This is an optimization exercise on Yosys and OpenROAD, whose aim is small area, a short achievable clock period and few clock cycles per item, not a production implementation. Where RTL was checked, it was by simulation tests only, not by an equivalence proof against the original. Power figures rest on the tool's default switching activity, not on a simulated workload.

// memorySubsystem
module memorySubsystem #(
  parameter int LATENCY   = 1,
  parameter int RAM_WORDS = 64
) (
  input  logic                                      CLK,
  input  logic                                      reset,
  input  logic              [cpuTypesPkg::CPUS-1:0] iREN,
  input  cpuTypesPkg::addrT [cpuTypesPkg::CPUS-1:0] iaddr,
  output cpuTypesPkg::wordT [cpuTypesPkg::CPUS-1:0] iload,
  output logic              [cpuTypesPkg::CPUS-1:0] iwait,
  input  logic              [cpuTypesPkg::CPUS-1:0] dREN,
  input  logic              [cpuTypesPkg::CPUS-1:0] dWEN,
  input  cpuTypesPkg::addrT [cpuTypesPkg::CPUS-1:0] daddr,
  input  cpuTypesPkg::wordT [cpuTypesPkg::CPUS-1:0] dstore,
  output cpuTypesPkg::wordT [cpuTypesPkg::CPUS-1:0] dload,
  output logic              [cpuTypesPkg::CPUS-1:0] dwait,
  input  logic              [cpuTypesPkg::CPUS-1:0] ccwrite,
  output logic              [cpuTypesPkg::CPUS-1:0] ccwait,
  output logic              [cpuTypesPkg::CPUS-1:0] ccinv,
  output cpuTypesPkg::addrT [cpuTypesPkg::CPUS-1:0] ccsnoopaddr
);
Settings: LEC_CHECK=0, CAP_MARGIN=20, CORE_MARGIN=2, CORE_UTILIZATION=60, GPL_ROUTABILITY_DRIVEN=0, PLACE_DENSITY=0.7, SETUP_SLACK_MARGIN=4.5, SLEW_MARGIN=20, SYNTH_HIERARCHICAL=1; clock period 11.0 ns.
standard.sh (not shown) runs the stock make flow with config.mk's settings and CLKGATE_MAP_FILE= SYNTH_SCRIPT=/design/flow/synth_recipe.tcl, a recipe that flattens the netlist after the stock synthesis.
==> flow/flow/run.sh <==
#!/bin/bash
# Own flow: the standard layout, with smaller port buffers, sizing not
# limited to same-footprint cells, and no clock-tree dummy loads.
set -euo pipefail
export BUFFER_PORTS_ARGS="-buffer_cell sky130_fd_sc_hd__buf_2"
export MATCH_CELL_FOOTPRINT=0
export CTS_ARGS="-sink_clustering_enable -repair_clock_nets -dont_use_dummy_load -sink_clustering_size 16 -sink_clustering_max_diameter 60 -buf_list sky130_fd_sc_hd__clkbuf_8"
bash standard.sh > standard.log 2>&1
The starting point passed the timing, DRC and antenna checks.
Testbench counts at the start, summed over its fixed seeds: cycles 4,416, items 4,316.
Then changed:
==> flow/flow/run.sh (replaced) <==
#!/bin/bash
# Own flow: the standard layout, with smaller port buffers, sizing not
# limited to same-footprint cells, and no clock-tree dummy loads.
set -euo pipefail
export BUFFER_PORTS_ARGS="-buffer_cell sky130_fd_sc_hd__buf_2"
export MATCH_CELL_FOOTPRINT=0
export CTS_ARGS="-sink_clustering_enable -repair_clock_nets -dont_use_dummy_load -sink_clustering_size 12 -sink_clustering_max_diameter 50 -buf_list sky130_fd_sc_hd__clkbuf_8"
bash standard.sh > standard.log 2>&1
- GPL_ROUTABILITY_DRIVEN: 0 -> default
Register-to-register slack gets better by 90 ps; wire length went up by 2.1%; total power went up by 2.1%; non-clock buffer count went up by 9; sequential share of layout area went down by 0.41 points; sequential power hardly moves.
Then changed:
==> flow/flow/run.sh (replaced) <==
#!/bin/bash
# Own flow: the standard layout, with smaller port buffers, sizing not
# limited to same-footprint cells, and no clock-tree dummy loads.
set -euo pipefail
export BUFFER_PORTS_ARGS="-buffer_cell sky130_fd_sc_hd__buf_2"
export MATCH_CELL_FOOTPRINT=0
export CTS_ARGS="-sink_clustering_enable -repair_clock_nets -dont_use_dummy_load -sink_clustering_size 16 -sink_clustering_max_diameter 60 -buf_list sky130_fd_sc_hd__clkbuf_8"
bash standard.sh > standard.log 2>&1
- CORE_UTILIZATION: 60 -> 55
- PLACE_DENSITY: 0.7 -> 0.65
- SETUP_SLACK_MARGIN: 4.5 -> 4
- The changed run completed without violations
- via count is about the same
- global-route usage fell by 1.8 points
- cell area rose by 1.9%
- setup slack degrades by 52 ps


main:
Another version of the RTL of memorySubsystem (not shown whole).
Size in the first run: roughly 5900 cells after synthesis, about 400 I/O pins, ~74000 sq um of cells after synthesis.
clock: 11.0 ns
lec_check: 0
cap_margin: 20
core_margin: 2
core_utilization: 70
place_density: 0.8
setup_slack_margin: 3
slew_margin: 20
synth_hierarchical: 1
==> flow/flow/run.sh <==
#!/bin/bash
# Own flow: the standard layout, with smaller port buffers, sizing not
# limited to same-footprint cells, and no clock-tree dummy loads.
set -euo pipefail
export BUFFER_PORTS_ARGS="-buffer_cell sky130_fd_sc_hd__buf_2"
export MATCH_CELL_FOOTPRINT=0
export CTS_ARGS="-sink_clustering_enable -repair_clock_nets -dont_use_dummy_load -sink_clustering_size 16 -sink_clustering_max_diameter 60 -buf_list sky130_fd_sc_hd__clkbuf_8"
bash standard.sh > standard.log 2>&1
main was carried through to the last stage, and its layout satisfied the timing, DRC and antenna checks.
--- input diff main..the feature branch ---
diff --git a/flow/config.mk b/flow/config.mk
--- a/flow/config.mk
+++ b/flow/config.mk
@@ -8,6 +8,6 @@
 export CAP_MARGIN = 20
 export CORE_MARGIN = 2
-export CORE_UTILIZATION = 70
-export PLACE_DENSITY = 0.8
+export CORE_UTILIZATION = 50
+export PLACE_DENSITY = 0.6
 export SETUP_SLACK_MARGIN = 3
 export SLEW_MARGIN = 20
Notes after the runs:
main reports its launch point of the worst path as daddr[35] while the feature branch reports iREN[1]. On area of the core, the lower figure sits with main, not the feature branch. The feature branch ends up with a post-layout net count that is about 1.4% higher than in main. Relative to main, global-route usage has gone down in the feature branch. For total detailed-routing wirelength, dividing the value from main by the value from the feature branch gives 0.940. The feature branch and main ended up with nearly the same post-CTS clock slew at the launch and capture registers of the worst setup and hold paths. Multi-input gate share of the layout cell area: the feature branch vs main down 0.59 points.
Function was not checked in any run of this note: the RTL went through the layout flow alone.


Another version of the RTL of memorySubsystem (not shown whole).
For scale: about 3700 cells after synthesis, roughly 2100 flip-flops, ~400 I/O pins.
// memorySubsystem
module memorySubsystem #(
  parameter int LATENCY   = 1,
  parameter int RAM_WORDS = 64
) (
  input  logic                                      CLK,
  input  logic                                      reset,
  input  logic              [cpuTypesPkg::CPUS-1:0] iREN,
  input  cpuTypesPkg::addrT [cpuTypesPkg::CPUS-1:0] iaddr,
  output cpuTypesPkg::wordT [cpuTypesPkg::CPUS-1:0] iload,
  output logic              [cpuTypesPkg::CPUS-1:0] iwait,
  input  logic              [cpuTypesPkg::CPUS-1:0] dREN,
  input  logic              [cpuTypesPkg::CPUS-1:0] dWEN,
  input  cpuTypesPkg::addrT [cpuTypesPkg::CPUS-1:0] daddr,
  input  cpuTypesPkg::wordT [cpuTypesPkg::CPUS-1:0] dstore,
  output cpuTypesPkg::wordT [cpuTypesPkg::CPUS-1:0] dload,
  output logic              [cpuTypesPkg::CPUS-1:0] dwait,
  input  logic              [cpuTypesPkg::CPUS-1:0] ccwrite,
  output logic              [cpuTypesPkg::CPUS-1:0] ccwait,
  output logic              [cpuTypesPkg::CPUS-1:0] ccinv,
  ...
export LEC_CHECK = 0
export CAP_MARGIN = 20
export CORE_MARGIN = 2
export CORE_UTILIZATION = 50
export CTS_BUF_LIST = sky130_fd_sc_hd__clkbuf_4 sky130_fd_sc_hd__clkbuf_8
export PLACE_DENSITY = 0.6
export SETUP_SLACK_MARGIN = 3
export SLEW_MARGIN = 20
export SYNTH_HIERARCHICAL = 1
create_clock -name core_clock -period 11.0 [get_ports {CLK}]
run.sh (not shown) runs the stock make flow with config.mk's settings and CLKGATE_MAP_FILE= SYNTH_SCRIPT=/design/flow/synth_recipe.tcl, a recipe that flattens the netlist after the stock synthesis.
Stock flow here: none of the scripts above is used.
Rerun with:
- CORE_UTILIZATION: 50 -> 30
- CTS_BUF_LIST: sky130_fd_sc_hd__clkbuf_4 sky130_fd_sc_hd__clkbuf_8 -> default
- PLACE_DENSITY: 0.6 -> 0.45
- SETUP_SLACK_MARGIN: 3 -> default
The changed run ran to the end with no violations. Synthesized cell count does not change. Clock power increases by 11%. Power went down by 3.3%. Die area increases by 66%. Register-to-register slack gains 0.02 ns. Final area falls by 2.7%. Combinational power went down by 24%. Worst setup slack is worse by 1.8 ns. Wire length came out lower by 0.50%. Via count drops by 8.6%. Synthesized area stays the same.
No functional check of the RTL was part of any run of this note.


lane 1:
The RTL this note starts from:
==> flow/design.v <==
`default_nettype none
package cpuTypesPkg;
  localparam int CPUS = 2;
  typedef logic [31:0] wordT;
  typedef logic [31:0] addrT;
  typedef enum logic [1:0] {
    FREE,
    BUSY,
    ACCESS,
    ERROR
  } ramStateT;
endpackage
`default_nettype wire
`timescale 1ns/1ps
`default_nettype none
module ramReadSlice3 (
  input  cpuTypesPkg::wordT a,
  input  cpuTypesPkg::wordT b,
  input  cpuTypesPkg::wordT c,
  input  logic              sa,
  input  logic              sb,
  input  logic              sc,
  output cpuTypesPkg::wordT yn
);
  assign yn = ~((a & {32{sa}}) | (b & {32{sb}}) | (c & {32{sc}}));
endmodule
module ramReadSlice1 (
  input  cpuTypesPkg::wordT a,
  input  logic              sa,
  output cpuTypesPkg::wordT yn
);
  assign yn = ~(a & {32{sa}});
endmodule
module ramNand3 (
  input  cpuTypesPkg::wordT a,
  input  cpuTypesPkg::wordT b,
  input  cpuTypesPkg::wordT c,
  output cpuTypesPkg::wordT y
);
  assign y = ~(a & b & c);
endmodule
module ramNand4 (
  input  cpuTypesPkg::wordT a,
  input  cpuTypesPkg::wordT b,
  input  cpuTypesPkg::wordT c,
  input  cpuTypesPkg::wordT d,
  output cpuTypesPkg::wordT y
);
  assign y = ~(a & b & c & d);
endmodule
module ramNor2 (
  input  cpuTypesPkg::wordT a,
  input  cpuTypesPkg::wordT b,
  output cpuTypesPkg::wordT y
);
  assign y = ~(a | b);
endmodule
module ramNor3 (
  input  cpuTypesPkg::wordT a,
  input  cpuTypesPkg::wordT b,
  input  cpuTypesPkg::wordT c,
  output cpuTypesPkg::wordT y
);
  assign y = ~(a | b | c);
endmodule
module ramBitNext (
  input  logic q,
  input  logic keep,
  input  logic d,
  input  logic take,
  output logic next
);
  assign next = (q & keep) | (d & take);
endmodule
module ramModel #(
  parameter int RAM_WORDS = 64
) (
  input  logic                          CLK,
  input  logic                          wen,
  input  logic [$clog2(RAM_WORDS)-1:0]  waddr,
  input  cpuTypesPkg::wordT             wdata,
  input  logic [RAM_WORDS-1:0]          rsel,
  output cpuTypesPkg::wordT             rdata
);
  localparam int AW = $clog2(RAM_WORDS);
  localparam int NS = RAM_WORDS / 3;
  cpuTypesPkg::wordT mem [RAM_WORDS];
  cpuTypesPkg::wordT    part [NS+1];
  logic [RAM_WORDS-1:0] take;
  logic [RAM_WORDS-1:0] keep;
  cpuTypesPkg::wordT    next [RAM_WORDS];
  always_comb begin
    for (int w = 0; w < RAM_WORDS; w++) begin
      take[w] = wen & (waddr == AW'(w));
      keep[w] = ~take[w];
    end
  end
  for (genvar w = 0; w < RAM_WORDS; w++) begin : g_word
    for (genvar b = 0; b < 32; b++) begin : g_bit
      ramBitNext bitNext (
        .q    (mem[w][b]),
        .keep (keep[w]),
        .d    (wdata[b]),
        .take (take[w]),
        .next (next[w][b])
      );
    end
  end
  always_ff @(posedge CLK) begin
    for (int w = 0; w < RAM_WORDS; w++) begin
      mem[w] <= next[w];
    end
  end
  for (genvar s = 0; s < NS; s++) begin : g_slice
    ramReadSlice3 slice (
      .a  (mem[3*s]),
      .b  (mem[3*s+1]),
      .c  (mem[3*s+2]),
      .sa (rsel[3*s]),
      .sb (rsel[3*s+1]),
      .sc (rsel[3*s+2]),
      .yn (part[s])
    );
  end
  ramReadSlice1 lastSlice (
    .a  (mem[RAM_WORDS-1]),
    .sa (rsel[RAM_WORDS-1]),
    .yn (part[NS])
  );
  cpuTypesPkg::wordT any [7];
  cpuTypesPkg::wordT none [3];
  for (genvar g = 0; g < 6; g++) begin : g_any
    ramNand3 anyGate (
      .a (part[3*g]),
      .b (part[3*g+1]),
      .c (part[3*g+2]),
      .y (any[g])
    );
  end
  ramNand4 anyLast (
    .a (part[18]),
    .b (part[19]),
    .c (part[20]),
    .d (part[21]),
    .y (any[6])
  );
  ramNor2 none0 (
    .a (any[0]),
    .b (any[1]),
    .y (none[0])
  );
  ramNor2 none1 (
    .a (any[2]),
    .b (any[3]),
    .y (none[1])
  );
  ramNor3 none2 (
    .a (any[4]),
    .b (any[5]),
    .c (any[6]),
    .y (none[2])
  );
  ramNand3 merge (
    .a (none[0]),
    .b (none[1]),
    .c (none[2]),
    .y (rdata)
  );
endmodule
`default_nettype wire
`timescale 1ns/1ps
`default_nettype none
module memorySubsystem #(
  parameter int LATENCY   = 1,
  parameter int RAM_WORDS = 64
) (
  input  logic                                      CLK,
  input  logic                                      reset,
  input  logic              [cpuTypesPkg::CPUS-1:0] iREN,
  input  cpuTypesPkg::addrT [cpuTypesPkg::CPUS-1:0] iaddr,
  output cpuTypesPkg::wordT [cpuTypesPkg::CPUS-1:0] iload,
  output logic              [cpuTypesPkg::CPUS-1:0] iwait,
  input  logic              [cpuTypesPkg::CPUS-1:0] dREN,
  input  logic              [cpuTypesPkg::CPUS-1:0] dWEN,
  input  cpuTypesPkg::addrT [cpuTypesPkg::CPUS-1:0] daddr,
  input  cpuTypesPkg::wordT [cpuTypesPkg::CPUS-1:0] dstore,
  output cpuTypesPkg::wordT [cpuTypesPkg::CPUS-1:0] dload,
  output logic              [cpuTypesPkg::CPUS-1:0] dwait,
  input  logic              [cpuTypesPkg::CPUS-1:0] ccwrite,
  output logic              [cpuTypesPkg::CPUS-1:0] ccwait,
  output logic              [cpuTypesPkg::CPUS-1:0] ccinv,
  output cpuTypesPkg::addrT [cpuTypesPkg::CPUS-1:0] ccsnoopaddr
);
  localparam int AW = $clog2(RAM_WORDS);
  logic [3:0]    req;
  logic [3:0]    act;
  logic [3:0]    rd;
  logic [3:0]    done;
  logic [3:0]    allow;
  logic [3:0]    pick;
  logic [1:0]    rr;
  logic [1:0]    hold;
  logic [1:0]    dblock;
  logic          conflict;
  logic          wen;
  logic [AW-1:0] waddr;
  logic [RAM_WORDS-1:0] rsel;
  logic [3:0][7:0] rlo;
  logic [3:0][7:0] rhi;
  logic [3:0][AW-1:0] paddr;
  cpuTypesPkg::wordT wdata;
  cpuTypesPkg::wordT rdata;
  assign req = {dREN | dWEN, iREN};
  assign dblock[0] = hold[0] | (hold[1] & dREN[0]);
  assign dblock[1] = hold[1] | (hold[0] & dREN[1]);
  assign act = req & allow & {~dblock, 2'b11};
  assign rd  = act & {dREN, 2'b11};
  assign conflict = (act[2] & act[3])
                  | (rd[0] & (rd[1] | rd[2] | rd[3]))
                  | (rd[1] & (rd[2] | rd[3]))
                  | (rd[2] & rd[3]);
  assign done = conflict ? 4'b0000 : act;
  always_comb begin
    waddr = '0;
    for (int c = 0; c < 2; c++) begin
      waddr = waddr | (daddr[c][AW+1:2] & {AW{act[2+c]}});
    end
  end
  assign paddr = {daddr[1][AW+1:2], daddr[0][AW+1:2], iaddr[1][AW+1:2], iaddr[0][AW+1:2]};
  always_comb begin
    for (int p = 0; p < 4; p++) begin
      for (int i = 0; i < 8; i++) begin
        rlo[p][i] = rd[p] & (paddr[p][2:0] == 3'(i));
        rhi[p][i] = (paddr[p][5:3] == 3'(i));
      end
    end
    for (int w = 0; w < RAM_WORDS; w++) begin
      rsel[w] = 1'b0;
      for (int p = 0; p < 4; p++) begin
        rsel[w] = rsel[w] | (rlo[p][w % 8] & rhi[p][w / 8]);
      end
    end
  end
  ramModel #(
    .RAM_WORDS (RAM_WORDS)
  ) ram (
    .CLK   (CLK),
    .wen   (wen),
    .waddr (waddr),
    .wdata (wdata),
    .rsel  (rsel),
    .rdata (rdata)
  );
  always_comb begin
    for (int c = 0; c < 2; c++) begin
      iwait[c] = ~done[c];
      dwait[c] = ~done[2+c];
      ccwait[1-c] = done[2+c] & dREN[c];
      ccinv[1-c]  = done[2+c] & dREN[c] & ccwrite[c];
      ccsnoopaddr[1-c] = {24'd0, daddr[c][7:0]};
      iload[c] = rdata;
      dload[c] = ccwrite[1-c] ? dstore[1-c] : rdata;
    end
  end
  assign wen = (done[2] & (dWEN[0] | ccwrite[1])) | (done[3] & (dWEN[1] | ccwrite[0]));
  assign wdata = (done[2] & dWEN[0]) | (done[3] & dREN[1]) ? dstore[0] : dstore[1];
  always_comb begin
    pick = 4'b0000;
    for (int k = 3; k >= 0; k--) begin
      if (act[(rr + 2'(k)) & 2'd3]) begin
        pick = 4'b0001 << ((rr + 2'(k)) & 2'd3);
      end
    end
  end
  always_ff @(posedge CLK) begin
    if (reset) begin
      allow <= 4'b1111;
      rr    <= 2'd0;
      hold  <= 2'b00;
    end else begin
      hold <= ccwait & ccwrite;
      if (conflict) begin
        allow <= pick;
        rr    <= rr + 2'd1;
      end else begin
        allow <= 4'b1111;
      end
    end
  end
endmodule
`default_nettype wire
export LEC_CHECK = 0
export CAP_MARGIN = 20
export CORE_MARGIN = 2
export CORE_UTILIZATION = 50
export PLACE_DENSITY = 0.6
export SETUP_SLACK_MARGIN = 3
export SLEW_MARGIN = 20
export SYNTH_HIERARCHICAL = 1
create_clock -name core_clock -period 11.0 [get_ports {CLK}]
standard.sh (not shown) runs the stock make flow with config.mk's settings and CLKGATE_MAP_FILE= SYNTH_SCRIPT=/design/flow/synth_recipe.tcl, a recipe that flattens the netlist after the stock synthesis.
Scripts as last shown in full above: flow/flow/run.sh
No stage failed in lane 1, and the final checks on the layout all came back clean.
Testbench counts of lane 1, summed over its fixed seeds: cycles 4,416, items 4,316.
> inputs changed (lane 1 -> lane 2)
Settings: a change of CORE_UTILIZATION from 50 to 60; a change of PLACE_DENSITY from 0.6 to 0.7; a change of SETUP_SLACK_MARGIN from 3 to 4.5.
==> summary.txt <==
- First-pass GRT wire length on lane 2 is ahead of lane 1.
- Lane 2 against lane 1: total global routing track utilization moved up, cell area after synthesis level.

-- afterwards: timing with drivers on the ports --
In the flow no input, the clock included, has a driving cell. The finished layouts below were timed again as built, in two steps.
Step 1, drivers: a clkbuf_16 drives CLK and a buf_2 each remaining input, both assumed.
Step 2 times the ports against the registers' clock, not the clock port: input delays grow and output delays shrink by t, the midpoint of the rising clock arrivals with the driver on.
Three values: ideal, step 1, step 2; two values: the first two.
| run | t, ns | setup slack, ns | clock arrival spread, ns | worst slew at a driven data input, ns |
|---|---|---|---|---|
| the first run of note 1 | 0.966 | 3.495 / 3.354 / 3.354 | 0.100 / 0.100 | 0.21 |
| the second run of note 1 | 0.999 | 3.595 / 3.432 / 3.432 | 0.118 / 0.119 | 0.24 |
| the third run of note 1 | 0.946 | 3.543 / 3.471 / 3.471 | 0.121 / 0.121 | 0.20 |
| main | 0.969 | 2.428 / 2.303 / 2.303 | 0.075 / 0.075 | 0.19 |
| the feature branch | 1.010 | 2.328 / 2.200 / 2.200 | 0.107 / 0.107 | 0.22 |
| the first run of note 3 | 1.095 | 2.165 / 2.091 / 2.091 | 0.088 / 0.089 | 0.12 |
| the second run of note 3 | 0.920 | 0.361 / 0.300 / 0.300 | 0.035 / 0.036 | 0.07 |
| lane 1 | 0.956 | 2.952 / 2.649 / 2.649 | 0.128 / 0.129 | 0.32 |
| lane 2 | 0.967 | 3.072 / 3.026 / 3.026 | 0.122 / 0.122 | 0.18 |
After both steps every run listed still meets setup and hold. The setup slack of lane 1, which loses most, moves by -0.303 ns with the drivers and by -0.303 ns with both steps.
